Context: an optimization exercise on an open-source flow, tuned for small area, a short achievable clock period and few clock cycles. The choices shown serve that exercise and are no tape-out recipe. Function was checked by simulation only, so behaviour that the tests miss may differ from the original. Power figures rest on the tool's default switching activity, not on a simulated workload.

## mips_mc_core
module mips_mc_core #(
  parameter logic [31:0] RESET_PC = 32'h0000_3000,
  parameter int          ADDR_W   = 12
) (
  input  logic              clk,
  input  logic              reset,
  output logic              mem_req,
  output logic              mem_we,
  output logic [ADDR_W-1:0] mem_addr,
  output logic [31:0]       mem_wdata,
  input  logic [31:0]       mem_rdata,
  input  logic              mem_ack,
  output logic [31:0]       pc_o,
  output logic              retire,
  output logic              illegal
);
For scale: ~5000 cells after synthesis, ~1200 flip-flops, roughly 120 I/O pins, ~0.061 mm2 of cells after synthesis.
Settings: LEC_CHECK=0, CAP_MARGIN=20, CELL_PAD_IN_SITES_DETAIL_PLACEMENT=1, CELL_PAD_IN_SITES_GLOBAL_PLACEMENT=2, CORE_MARGIN=2, CORE_UTILIZATION=45, CTS_CLUSTER_DIAMETER=60, CTS_CLUSTER_SIZE=26, GPL_ROUTABILITY_DRIVEN=1, SETUP_SLACK_MARGIN=4.0, SLEW_MARGIN=20; clock period 8.0 ns.
standard.sh (not shown) runs the stock make flow with config.mk's settings and CLKGATE_MAP_FILE= SYNTH_SCRIPT=/design/flow/synth_recipe.tcl, a recipe that flattens the netlist after the stock synthesis.
==> flow/flow/run.sh <==
#!/bin/bash
# Own layout flow: the standard ORFS flow (standard.sh, unchanged
# synthesis, floorplan, power grid and taps), with two make settings:
#  - the port buffers are buf_4 cells rather than the flow's default pick;
#  - timing repair may resize a cell to one of another footprint.
set -euo pipefail
here=$(pwd)
bash "$here/standard.sh" \
  "BUFFER_PORTS_ARGS=-buffer_cell sky130_fd_sc_hd__buf_4" \
  MATCH_CELL_FOOTPRINT=0 \
  finish > "$here/standard.log" 2>&1
The first run finished with timing, DRC and antenna clean.
Testbench counts at the start, summed over its fixed seeds: cycles 10,011.
Change:
--- a/flow/design.v
+++ b/flow/design.v
@@ -20,31 +20,32 @@
 module mips_mc_regfile (
   input  logic        clk,
   input  logic        reset,
   input  logic [4:0]  ra1,
   input  logic [4:0]  ra2,
   output logic [31:0] rd1,
   output logic [31:0] rd2,
-  input  logic [31:1] we_row,
+  input  logic        we,
+  input  logic [4:0]  wa,
   input  logic [31:0] wd
 );
   logic [31:0] regs [32];
   logic [31:0] vld;
   assign regs[0] = '0;
   assign vld[0]  = 1'b0;
   generate
     for (genvar gi = 1; gi < 32; gi++) begin : g_reg
       logic [31:0] q_reg;
       logic        v_reg;
       always_ff @(posedge clk) begin
-        if (we_row[gi]) q_reg <= wd;
+        if (we && (wa == 5'(gi))) q_reg <= wd;
       end
       always_ff @(posedge clk or negedge reset) begin
         if (!reset) v_reg <= 1'b0;
-        else if (we_row[gi]) v_reg <= 1'b1;
+        else if (we && (wa == 5'(gi))) v_reg <= 1'b1;
       end
       assign regs[gi] = q_reg;
       assign vld[gi]  = v_reg;
     end
   endgenerate
   always_comb begin
     rd1 = '0;
@@ -133,22 +134,18 @@
   assign m_done     = m_valid & xfer_done;
   assign fetch_xfer = xfer_done & ~m_valid;
   assign mispredict = x_act & c_br & ~taken & (imm != 16'h0);
   assign fetch_done = fetch_xfer & ~kill_reg & ~mispredict;
   assign x_done     = x_act & (~x_ldst | fetch_xfer);
   assign x_we       = x_act & c_we;
   logic [31:0] rf_rd1, rf_rd2, rf_wd;
-  logic [31:1] x_row, m_row, we_row;
-  always_comb begin
-    for (int i = 1; i < 32; i++) begin
-      x_row[i]  = x_we && (c_wa == 5'(i));
-      m_row[i]  = m_valid && m_lw && (m_wa == 5'(i));
-      we_row[i] = x_row[i] | (m_row[i] & xfer_done);
-    end
-  end
+  logic        rf_we;
+  logic [4:0]  rf_wa;
+  assign rf_we = x_we | (m_done & m_lw);
+  assign rf_wa = m_valid ? m_wa : c_wa;
   assign rf_wd = alu_res;
   logic [5:0]  f_op, f_fn;
   logic [4:0]  f_rs, f_rt, f_rd;
   logic [15:0] f_imm;
   assign f_op  = mem_rdata[31:26];
   assign f_rs  = mem_rdata[25:21];
   assign f_rt  = mem_rdata[20:16];
@@ -158,15 +155,16 @@
   mips_mc_regfile u_regfile (
     .clk   (clk),
     .reset (reset),
     .ra1   (f_rs),
     .ra2   (f_rt),
     .rd1   (rf_rd1),
     .rd2   (rf_rd2),
-    .we_row(we_row),
+    .we    (rf_we),
+    .wa    (rf_wa),
     .wd    (rf_wd)
   );
   logic f_rtype, f_sll, f_jr, f_addu, f_subu, f_and, f_or, f_slt;
   logic f_j, f_jal, f_beq, f_bne, f_addiu, f_ori, f_lui, f_lw, f_sw;
   assign f_rtype = (f_op == OP_RTYPE);
   assign f_sll   = f_rtype && (f_fn == FN_SLL);
   assign f_jr    = f_rtype && (f_fn == FN_JR);
Result: The changed run completed without violations. Design area grows by 0.32%. Power is about the same. Area after synthesis grows by 0.64%. Die area grows by 0.63%. Worst setup slack degrades by 0.094 ns. Clock-buffer cell count shrinks by 8. Hold slack improves by 0.016 ns. Wire length grows by 3.2%. Via count grows by 1.7%. Sequential cell count stays the same. Final cell count grows by 1.4%. Core utilization hardly moves. Non-clock buffer count grows by 19. Critical path depth shrinks by 1.
Testbench counts after the change, summed over its fixed seeds: cycles 10,011.

* * *

Setup of the baseline:
The RTL this note starts from:
==> flow/design.v <==
package mips_mc_core_pkg;
  localparam logic [5:0] OP_RTYPE = 6'h00;
  localparam logic [5:0] OP_J     = 6'h02;
  localparam logic [5:0] OP_JAL   = 6'h03;
  localparam logic [5:0] OP_BEQ   = 6'h04;
  localparam logic [5:0] OP_BNE   = 6'h05;
  localparam logic [5:0] OP_ADDIU = 6'h09;
  localparam logic [5:0] OP_ORI   = 6'h0d;
  localparam logic [5:0] OP_LUI   = 6'h0f;
  localparam logic [5:0] OP_LW    = 6'h23;
  localparam logic [5:0] OP_SW    = 6'h2b;
  localparam logic [5:0] FN_SLL  = 6'h00;
  localparam logic [5:0] FN_JR   = 6'h08;
  localparam logic [5:0] FN_ADDU = 6'h21;
  localparam logic [5:0] FN_SUBU = 6'h23;
  localparam logic [5:0] FN_AND  = 6'h24;
  localparam logic [5:0] FN_OR   = 6'h25;
  localparam logic [5:0] FN_SLT  = 6'h2a;
endpackage
module mips_mc_regfile (
  input  logic        clk,
  input  logic        reset,
  input  logic [4:0]  ra1,
  input  logic [4:0]  ra2,
  output logic [31:0] rd1,
  output logic [31:0] rd2,
  input  logic        we,
  input  logic [4:0]  wa,
  input  logic [31:0] wd
);
  logic [31:0] regs [32];
  logic [31:0] vld;
  assign regs[0] = '0;
  assign vld[0]  = 1'b0;
  generate
    for (genvar gi = 1; gi < 32; gi++) begin : g_reg
      logic [31:0] q_reg;
      logic        v_reg;
      always_ff @(posedge clk) begin
        if (we && (wa == 5'(gi))) q_reg <= wd;
      end
      always_ff @(posedge clk or negedge reset) begin
        if (!reset) v_reg <= 1'b0;
        else if (we && (wa == 5'(gi))) v_reg <= 1'b1;
      end
      assign regs[gi] = q_reg;
      assign vld[gi]  = v_reg;
    end
  endgenerate
  always_comb begin
    rd1 = '0;
    rd2 = '0;
    for (int i = 1; i < 32; i++) begin
      rd1 = rd1 | ({32{(ra1 == 5'(i)) && vld[i]}} & regs[i]);
      rd2 = rd2 | ({32{(ra2 == 5'(i)) && vld[i]}} & regs[i]);
    end
  end
endmodule
import mips_mc_core_pkg::*;
module mips_mc_core #(
  parameter logic [31:0] RESET_PC = 32'h0000_3000,
  parameter int          ADDR_W   = 12
) (
  input  logic              clk,
  input  logic              reset,
  output logic              mem_req,
  output logic              mem_we,
  output logic [ADDR_W-1:0] mem_addr,
  output logic [31:0]       mem_wdata,
  input  logic [31:0]       mem_rdata,
  input  logic              mem_ack,
  output logic [31:0]       pc_o,
  output logic              retire,
  output logic              illegal
);
  localparam int AW = ADDR_W - 2;   
  logic [31:0]   pc_reg, ir_reg, a_reg, b_reg;
  logic          xv_reg, retire_reg, illegal_reg;
  logic [AW-1:0] addr_reg;
  logic          req_reg, we_reg;
  logic       c_sub, c_sum, c_and, c_or, c_slt, c_sll, c_link;
  logic       c_we, c_lwe, c_lw, c_sw, c_br, c_bne, c_jr, c_jmp, c_legal;
  logic [4:0] c_wa;
  logic [4:0]  shamt;
  logic [15:0] imm;
  assign shamt = ir_reg[10:6];
  assign imm   = ir_reg[15:0];
  logic [31:0] sum, alu_res, pc_plus4;
  logic        lt;
  assign sum      = a_reg + (b_reg ^ {32{c_sub}}) + {31'b0, c_sub};
  assign lt       = (a_reg[31] ^ b_reg[31]) ? a_reg[31] : sum[31];
  assign pc_plus4 = pc_reg + 32'd4;
  always_comb begin
    alu_res = '0;
    if (c_sum)  alu_res = alu_res | sum;
    if (c_and)  alu_res = alu_res | (a_reg & b_reg);
    if (c_or)   alu_res = alu_res | (a_reg | b_reg);
    if (c_slt)  alu_res = alu_res | {31'b0, lt};
    if (c_sll)  alu_res = alu_res | (b_reg << shamt);
    if (c_link) alu_res = alu_res | pc_plus4;
  end
  logic        x_we;
  assign x_we = xv_reg & c_we;
  logic        eq, taken;
  logic [31:0] br_target, target, npc;
  assign eq        = (a_reg == b_reg);
  assign taken     = c_jmp | c_jr | (c_br & (eq ^ c_bne));
  assign br_target = pc_plus4 + {{14{imm[15]}}, imm, 2'b00};
  always_comb begin
    if (c_jr)       target = a_reg;
    else if (c_jmp) target = {pc_plus4[31:28], ir_reg[25:0], 2'b00};
    else            target = br_target;
  end
  assign npc = taken ? target : pc_plus4;
  logic [ADDR_W-1:0] x_ea;
  assign x_ea = a_reg[ADDR_W-1:0] + imm[ADDR_W-1:0];
  logic x_ldst, xfer_done, fetch_done, x_done;
  assign x_ldst     = c_lw | c_sw;
  assign xfer_done  = req_reg & mem_ack;
  assign fetch_done = xfer_done & ~(xv_reg & x_ldst);
  assign x_done     = xv_reg & (~x_ldst | xfer_done);
  logic [31:0] rf_rd1, rf_rd2, rf_wd;
  logic        rf_we;
  assign rf_we = x_we | (xv_reg & c_lwe & xfer_done);
  assign rf_wd = c_lw ? mem_rdata : alu_res;
  logic [5:0]  f_op, f_fn;
  logic [4:0]  f_rs, f_rt, f_rd;
  logic [15:0] f_imm;
  assign f_op  = mem_rdata[31:26];
  assign f_rs  = mem_rdata[25:21];
  assign f_rt  = mem_rdata[20:16];
  assign f_rd  = mem_rdata[15:11];
  assign f_fn  = mem_rdata[5:0];
  assign f_imm = mem_rdata[15:0];
  mips_mc_regfile u_regfile (
    .clk   (clk),
    .reset (reset),
    .ra1   (f_rs),
    .ra2   (f_rt),
    .rd1   (rf_rd1),
    .rd2   (rf_rd2),
    .we    (rf_we),
    .wa    (c_wa),
    .wd    (rf_wd)
  );
  logic f_rtype, f_sll, f_jr, f_addu, f_subu, f_and, f_or, f_slt;
  logic f_j, f_jal, f_beq, f_bne, f_addiu, f_ori, f_lui, f_lw, f_sw;
  assign f_rtype = (f_op == OP_RTYPE);
  assign f_sll   = f_rtype && (f_fn == FN_SLL);
  assign f_jr    = f_rtype && (f_fn == FN_JR);
  assign f_addu  = f_rtype && (f_fn == FN_ADDU);
  assign f_subu  = f_rtype && (f_fn == FN_SUBU);
  assign f_and   = f_rtype && (f_fn == FN_AND);
  assign f_or    = f_rtype && (f_fn == FN_OR);
  assign f_slt   = f_rtype && (f_fn == FN_SLT);
  assign f_j     = (f_op == OP_J);
  assign f_jal   = (f_op == OP_JAL);
  assign f_beq   = (f_op == OP_BEQ);
  assign f_bne   = (f_op == OP_BNE);
  assign f_addiu = (f_op == OP_ADDIU);
  assign f_ori   = (f_op == OP_ORI);
  assign f_lui   = (f_op == OP_LUI);
  assign f_lw    = (f_op == OP_LW);
  assign f_sw    = (f_op == OP_SW);
  logic       f_legal, f_alu, f_imm_op;
  logic [4:0] f_wa;
  assign f_legal  = f_sll | f_jr | f_addu | f_subu | f_and | f_or | f_slt |
                    f_j | f_jal | f_beq | f_bne | f_addiu | f_ori | f_lui | f_lw | f_sw;
  assign f_alu    = f_sll | f_addu | f_subu | f_and | f_or | f_slt | f_addiu | f_ori | f_lui;
  assign f_imm_op = f_addiu | f_ori | f_lui;
  assign f_wa     = f_rtype ? f_rd : (f_jal ? 5'd31 : f_rt);
  logic        byp_a, byp_b;
  logic [31:0] f_ext, a_next, b_next;
  always_comb begin
    if (f_lui)      f_ext = {f_imm, 16'h0000};
    else if (f_ori) f_ext = {16'h0000, f_imm};
    else            f_ext = {{16{f_imm[15]}}, f_imm};
  end
  assign byp_a  = x_we && (c_wa == f_rs);
  assign byp_b  = x_we && (c_wa == f_rt);
  assign a_next = f_lui ? 32'h0 : (byp_a ? alu_res : rf_rd1);
  assign b_next = f_imm_op ? f_ext : (byp_b ? alu_res : rf_rd2);
  logic              f_eq, f_stale, f_redirect;
  logic [ADDR_W-1:0] f_ea;
  logic [AW-1:0]     f_seq, f_br, f_next;
  assign f_eq    = (rf_rd1 == rf_rd2);
  assign f_ea    = rf_rd1[ADDR_W-1:0] + f_imm[ADDR_W-1:0];
  assign f_seq   = addr_reg + AW'(1);
  assign f_br    = f_seq + f_imm[AW-1:0];
  assign f_stale = ((f_lw | f_sw | f_jr | f_beq | f_bne) & byp_a) | ((f_beq | f_bne) & byp_b);
  always_comb begin
    if (f_lw | f_sw)                                  f_next = f_ea[ADDR_W-1:2];
    else if (f_j | f_jal)                             f_next = mem_rdata[AW-1:0];
    else if (f_jr)                                    f_next = rf_rd1[ADDR_W-1:2];
    else if ((f_beq & f_eq) | (f_bne & ~f_eq))        f_next = f_br;
    else                                              f_next = f_seq;
  end
  always_ff @(posedge clk) begin
    if (fetch_done) begin
      ir_reg  <= mem_rdata;
      a_reg   <= a_next;
      b_reg   <= b_next;
      c_sub   <= f_subu | f_slt;
      c_sum   <= f_addu | f_subu | f_addiu;
      c_and   <= f_and;
      c_or    <= f_or | f_ori | f_lui;
      c_slt   <= f_slt;
      c_sll   <= f_sll;
      c_link  <= f_jal;
      c_we    <= (f_alu | f_jal) && (f_wa != 5'd0);
      c_lwe   <= f_lw && (f_rt != 5'd0);
      c_wa    <= f_wa;
      c_lw    <= f_lw;
      c_sw    <= f_sw;
      c_br    <= f_beq | f_bne;
      c_bne   <= f_bne;
      c_jr    <= f_jr;
      c_jmp   <= f_j | f_jal;
      c_legal <= f_legal;
    end
  end
  always_ff @(posedge clk or negedge reset) begin
    if (!reset) begin
      pc_reg      <= RESET_PC;
      xv_reg      <= 1'b0;
      retire_reg  <= 1'b0;
      illegal_reg <= 1'b0;
      addr_reg    <= RESET_PC[ADDR_W-1:2];
      req_reg     <= 1'b0;
      we_reg      <= 1'b0;
    end else begin
      retire_reg <= x_done & c_legal;
      if (x_done) begin
        pc_reg <= npc;
        if (!c_legal) illegal_reg <= 1'b1;
      end
      if (fetch_done)  xv_reg <= 1'b1;
      else if (x_done) xv_reg <= 1'b0;
      if (fetch_done) begin
        addr_reg <= f_next;
        we_reg   <= f_sw;
        req_reg  <= f_legal & ~f_stale;
      end else if (xv_reg && !req_reg && c_legal && x_ldst) begin
        addr_reg <= x_ea[ADDR_W-1:2];
        we_reg   <= c_sw;
        req_reg  <= 1'b1;
      end else if (x_done && c_legal && (x_ldst || !req_reg)) begin
        addr_reg <= npc[ADDR_W-1:2];
        we_reg   <= 1'b0;
        req_reg  <= 1'b1;
      end else if (!xv_reg && !req_reg && !illegal_reg) begin
        req_reg <= 1'b1;
      end
    end
  end
  assign mem_req   = req_reg;
  assign mem_we    = we_reg;
  assign mem_addr  = {addr_reg, 2'b00};
  assign mem_wdata = b_reg;
  assign pc_o      = pc_reg;
  assign retire    = retire_reg;
  assign illegal   = illegal_reg;
endmodule
clock: 8.0 ns
lec_check: 0
cap_margin: 20
cell_pad_in_sites_detail_placement: 1
cell_pad_in_sites_global_placement: 2
core_margin: 2
core_utilization: 40
gpl_routability_driven: 1
slew_margin: 20
run.sh (not shown) runs the stock make flow with config.mk's settings and CLKGATE_MAP_FILE= SYNTH_SCRIPT=/design/flow/synth_recipe.tcl, a recipe that flattens the netlist after the stock synthesis.
Stock flow here: none of the scripts above is used.
The baseline finished all stages; layout check result: FAIL, due to negative setup slack.
Testbench counts of the baseline, summed over its fixed seeds: cycles 9,981.
The following lists how the candidate was set up differently from the baseline:
-- flow/design.v --
<<< the baseline, line 78
  logic          xv_reg, retire_reg, illegal_reg;
  logic [AW-1:0] addr_reg;
  logic          req_reg, we_reg;
  logic       c_sub, c_sum, c_and, c_or, c_slt, c_sll, c_link;
  logic       c_we, c_lwe, c_lw, c_sw, c_br, c_bne, c_jr, c_jmp, c_legal;
>>> the candidate, line 78
  logic          xv_reg, retire_reg, illegal_reg;
  logic [AW-1:0] addr_reg;
  logic          req_reg, we_reg, kill_reg;
  logic       c_sub, c_sum, c_and, c_or, c_slt, c_sll, c_link;
  logic       c_we, c_lwe, c_lw, c_sw, c_br, c_bne, c_jr, c_jmp, c_legal;
<<< the baseline, line 115
  logic [ADDR_W-1:0] x_ea;
  assign x_ea = a_reg[ADDR_W-1:0] + imm[ADDR_W-1:0];
  logic x_ldst, xfer_done, fetch_done, x_done;
  assign x_ldst     = c_lw | c_sw;
  assign xfer_done  = req_reg & mem_ack;
  assign fetch_done = xfer_done & ~(xv_reg & x_ldst);
  assign x_done     = xv_reg & (~x_ldst | xfer_done);
  logic [31:0] rf_rd1, rf_rd2, rf_wd;
>>> the candidate, line 115
  logic [ADDR_W-1:0] x_ea;
  assign x_ea = a_reg[ADDR_W-1:0] + imm[ADDR_W-1:0];
  logic x_ldst, xfer_done, fetch_xfer, fetch_done, x_done, mispredict;
  assign x_ldst     = c_lw | c_sw;
  assign xfer_done  = req_reg & mem_ack;
  assign fetch_xfer = xfer_done & ~(xv_reg & x_ldst);
  assign mispredict = xv_reg & c_br & ~taken & (imm != 16'h0);
  assign fetch_done = fetch_xfer & ~kill_reg & ~mispredict;
  assign x_done     = xv_reg & (~x_ldst | xfer_done);
  logic [31:0] rf_rd1, rf_rd2, rf_wd;
<<< the baseline, line 181
  assign a_next = f_lui ? 32'h0 : (byp_a ? alu_res : rf_rd1);
  assign b_next = f_imm_op ? f_ext : (byp_b ? alu_res : rf_rd2);
  logic              f_eq, f_stale, f_redirect;
  logic [ADDR_W-1:0] f_ea;
  logic [AW-1:0]     f_seq, f_br, f_next;
  assign f_eq    = (rf_rd1 == rf_rd2);
  assign f_ea    = rf_rd1[ADDR_W-1:0] + f_imm[ADDR_W-1:0];
  assign f_seq   = addr_reg + AW'(1);
  assign f_br    = f_seq + f_imm[AW-1:0];
  assign f_stale = ((f_lw | f_sw | f_jr | f_beq | f_bne) & byp_a) | ((f_beq | f_bne) & byp_b);
  always_comb begin
    if (f_lw | f_sw)                                  f_next = f_ea[ADDR_W-1:2];
    else if (f_j | f_jal)                             f_next = mem_rdata[AW-1:0];
    else if (f_jr)                                    f_next = rf_rd1[ADDR_W-1:2];
    else if ((f_beq & f_eq) | (f_bne & ~f_eq))        f_next = f_br;
    else                                              f_next = f_seq;
  end
  always_ff @(posedge clk) begin
    if (fetch_done) begin
      ir_reg  <= mem_rdata;
      a_reg   <= a_next;
>>> the candidate, line 183
  assign a_next = f_lui ? 32'h0 : (byp_a ? alu_res : rf_rd1);
  assign b_next = f_imm_op ? f_ext : (byp_b ? alu_res : rf_rd2);
  logic              f_stale;
  logic [ADDR_W-1:0] f_ea;
  logic [AW-1:0]     f_seq, f_br, f_next;
  assign f_ea    = rf_rd1[ADDR_W-1:0] + f_imm[ADDR_W-1:0];
  assign f_seq   = addr_reg + AW'(1);
  assign f_br    = f_seq + f_imm[AW-1:0];
  assign f_stale = (f_lw | f_sw | f_jr) & byp_a;
  always_comb begin
    if (f_lw | f_sw)                                  f_next = f_ea[ADDR_W-1:2];
    else if (f_j | f_jal)                             f_next = mem_rdata[AW-1:0];
    else if (f_jr)                                    f_next = rf_rd1[ADDR_W-1:2];
    else if (f_beq | f_bne)                           f_next = f_br;
    else                                              f_next = f_seq;
  end
  always_ff @(posedge clk) begin
    if (fetch_xfer) begin
      ir_reg  <= mem_rdata;
      a_reg   <= a_next;
<<< the baseline, line 229
      req_reg     <= 1'b0;
      we_reg      <= 1'b0;
    end else begin
      retire_reg <= x_done & c_legal;
>>> the candidate, line 230
      req_reg     <= 1'b0;
      we_reg      <= 1'b0;
      kill_reg    <= 1'b0;
    end else begin
      retire_reg <= x_done & c_legal;
<<< the baseline, line 237
      if (fetch_done)  xv_reg <= 1'b1;
      else if (x_done) xv_reg <= 1'b0;
      if (fetch_done) begin
        addr_reg <= f_next;
        we_reg   <= f_sw;
>>> the candidate, line 239
      if (fetch_done)  xv_reg <= 1'b1;
      else if (x_done) xv_reg <= 1'b0;
      if (mispredict) begin
        if (xfer_done) begin
          addr_reg <= npc[ADDR_W-1:2];
          we_reg   <= 1'b0;
        end else begin
          kill_reg <= 1'b1;
        end
      end else if (fetch_xfer && kill_reg) begin
        addr_reg <= pc_reg[ADDR_W-1:2];
        kill_reg <= 1'b0;
      end else if (fetch_done) begin
        addr_reg <= f_next;
        we_reg   <= f_sw;
<<< the baseline, line 249
        we_reg   <= 1'b0;
        req_reg  <= 1'b1;
      end else if (!xv_reg && !req_reg && !illegal_reg) begin
        req_reg <= 1'b1;
      end
>>> the candidate, line 261
        we_reg   <= 1'b0;
        req_reg  <= 1'b1;
      end else if (!xv_reg && !req_reg && !illegal_reg && !kill_reg) begin
        req_reg <= 1'b1;
      end
==> results.txt <==
The candidate went all the way through synthesis, placement and routing and the layout is clean on timing, DRC and antenna.
Any difference in clock-pin slew on the worst setup and hold paths between the candidate and the baseline is small enough to ignore.
For wire length on met3, dividing the value from the baseline by the value from the candidate gives 1.5.
The candidate vs. the baseline: largest vdd supply drop -about 60%, detailed-route wire length -about 25%, number of distinct library cell variants in the gate-level netlist after synthesis -8, die area -about 8%.
Between the baseline and the candidate, final cell count is lower for the candidate, the baseline comes in above that.
Going from the baseline to the candidate, via density per instance shrank by a few percent.
The candidate vs. the baseline: cell area went down by 8.8%.
Compared with the baseline, the candidate improves cell-internal power.
For the baseline, the first element of the critical path was mem_rdata[20], unlike the candidate, where it was mem_rdata[25].
Row clock buffer count in the final layout: the candidate lower / the baseline higher
Testbench counts of the candidate, summed over its fixed seeds: cycles 10,013.

## separate check: timing with driven ports
No port has a modelled driver above. Below, the same layouts with a new extraction and two added sets of constraints. Step 1 (the two cells are an assumption about what drives the block):
set clk [get_ports {clk}]
set_driving_cell -lib_cell sky130_fd_sc_hd__clkbuf_16 $clk
set_driving_cell -lib_cell sky130_fd_sc_hd__buf_2 [delete_from_list [all_inputs] $clk]
Step 2 also shifts input and output timing later by t, the mid clock arrival at the registers, as if the neighbouring blocks saw the same clock. a / b / c = no drivers / after step 1 / after step 2; a / b = the first two.
run	shift t [ns]	slack for setup (ns)	worst setup path after step 2	clock arrival spread, ns	worst data-port slew with drivers (ns)
the first run of note 1	0.858	3.883 / 3.907 / 3.049	input to register	0.067 / 0.068	0.12
the second run of note 1	0.877	3.789 / 3.820 / 2.943	input to register	0.104 / 0.104	0.11
the baseline	0.920	-0.143 / -0.083 / -1.003	input to register	0.046 / 0.047	0.07
the candidate	0.889	1.657 / 1.717 / 0.827	input to register	0.049 / 0.049	0.04
The setup slack of the baseline, which loses most, moves by +0.060 ns with the drivers and by -0.860 ns with both steps.
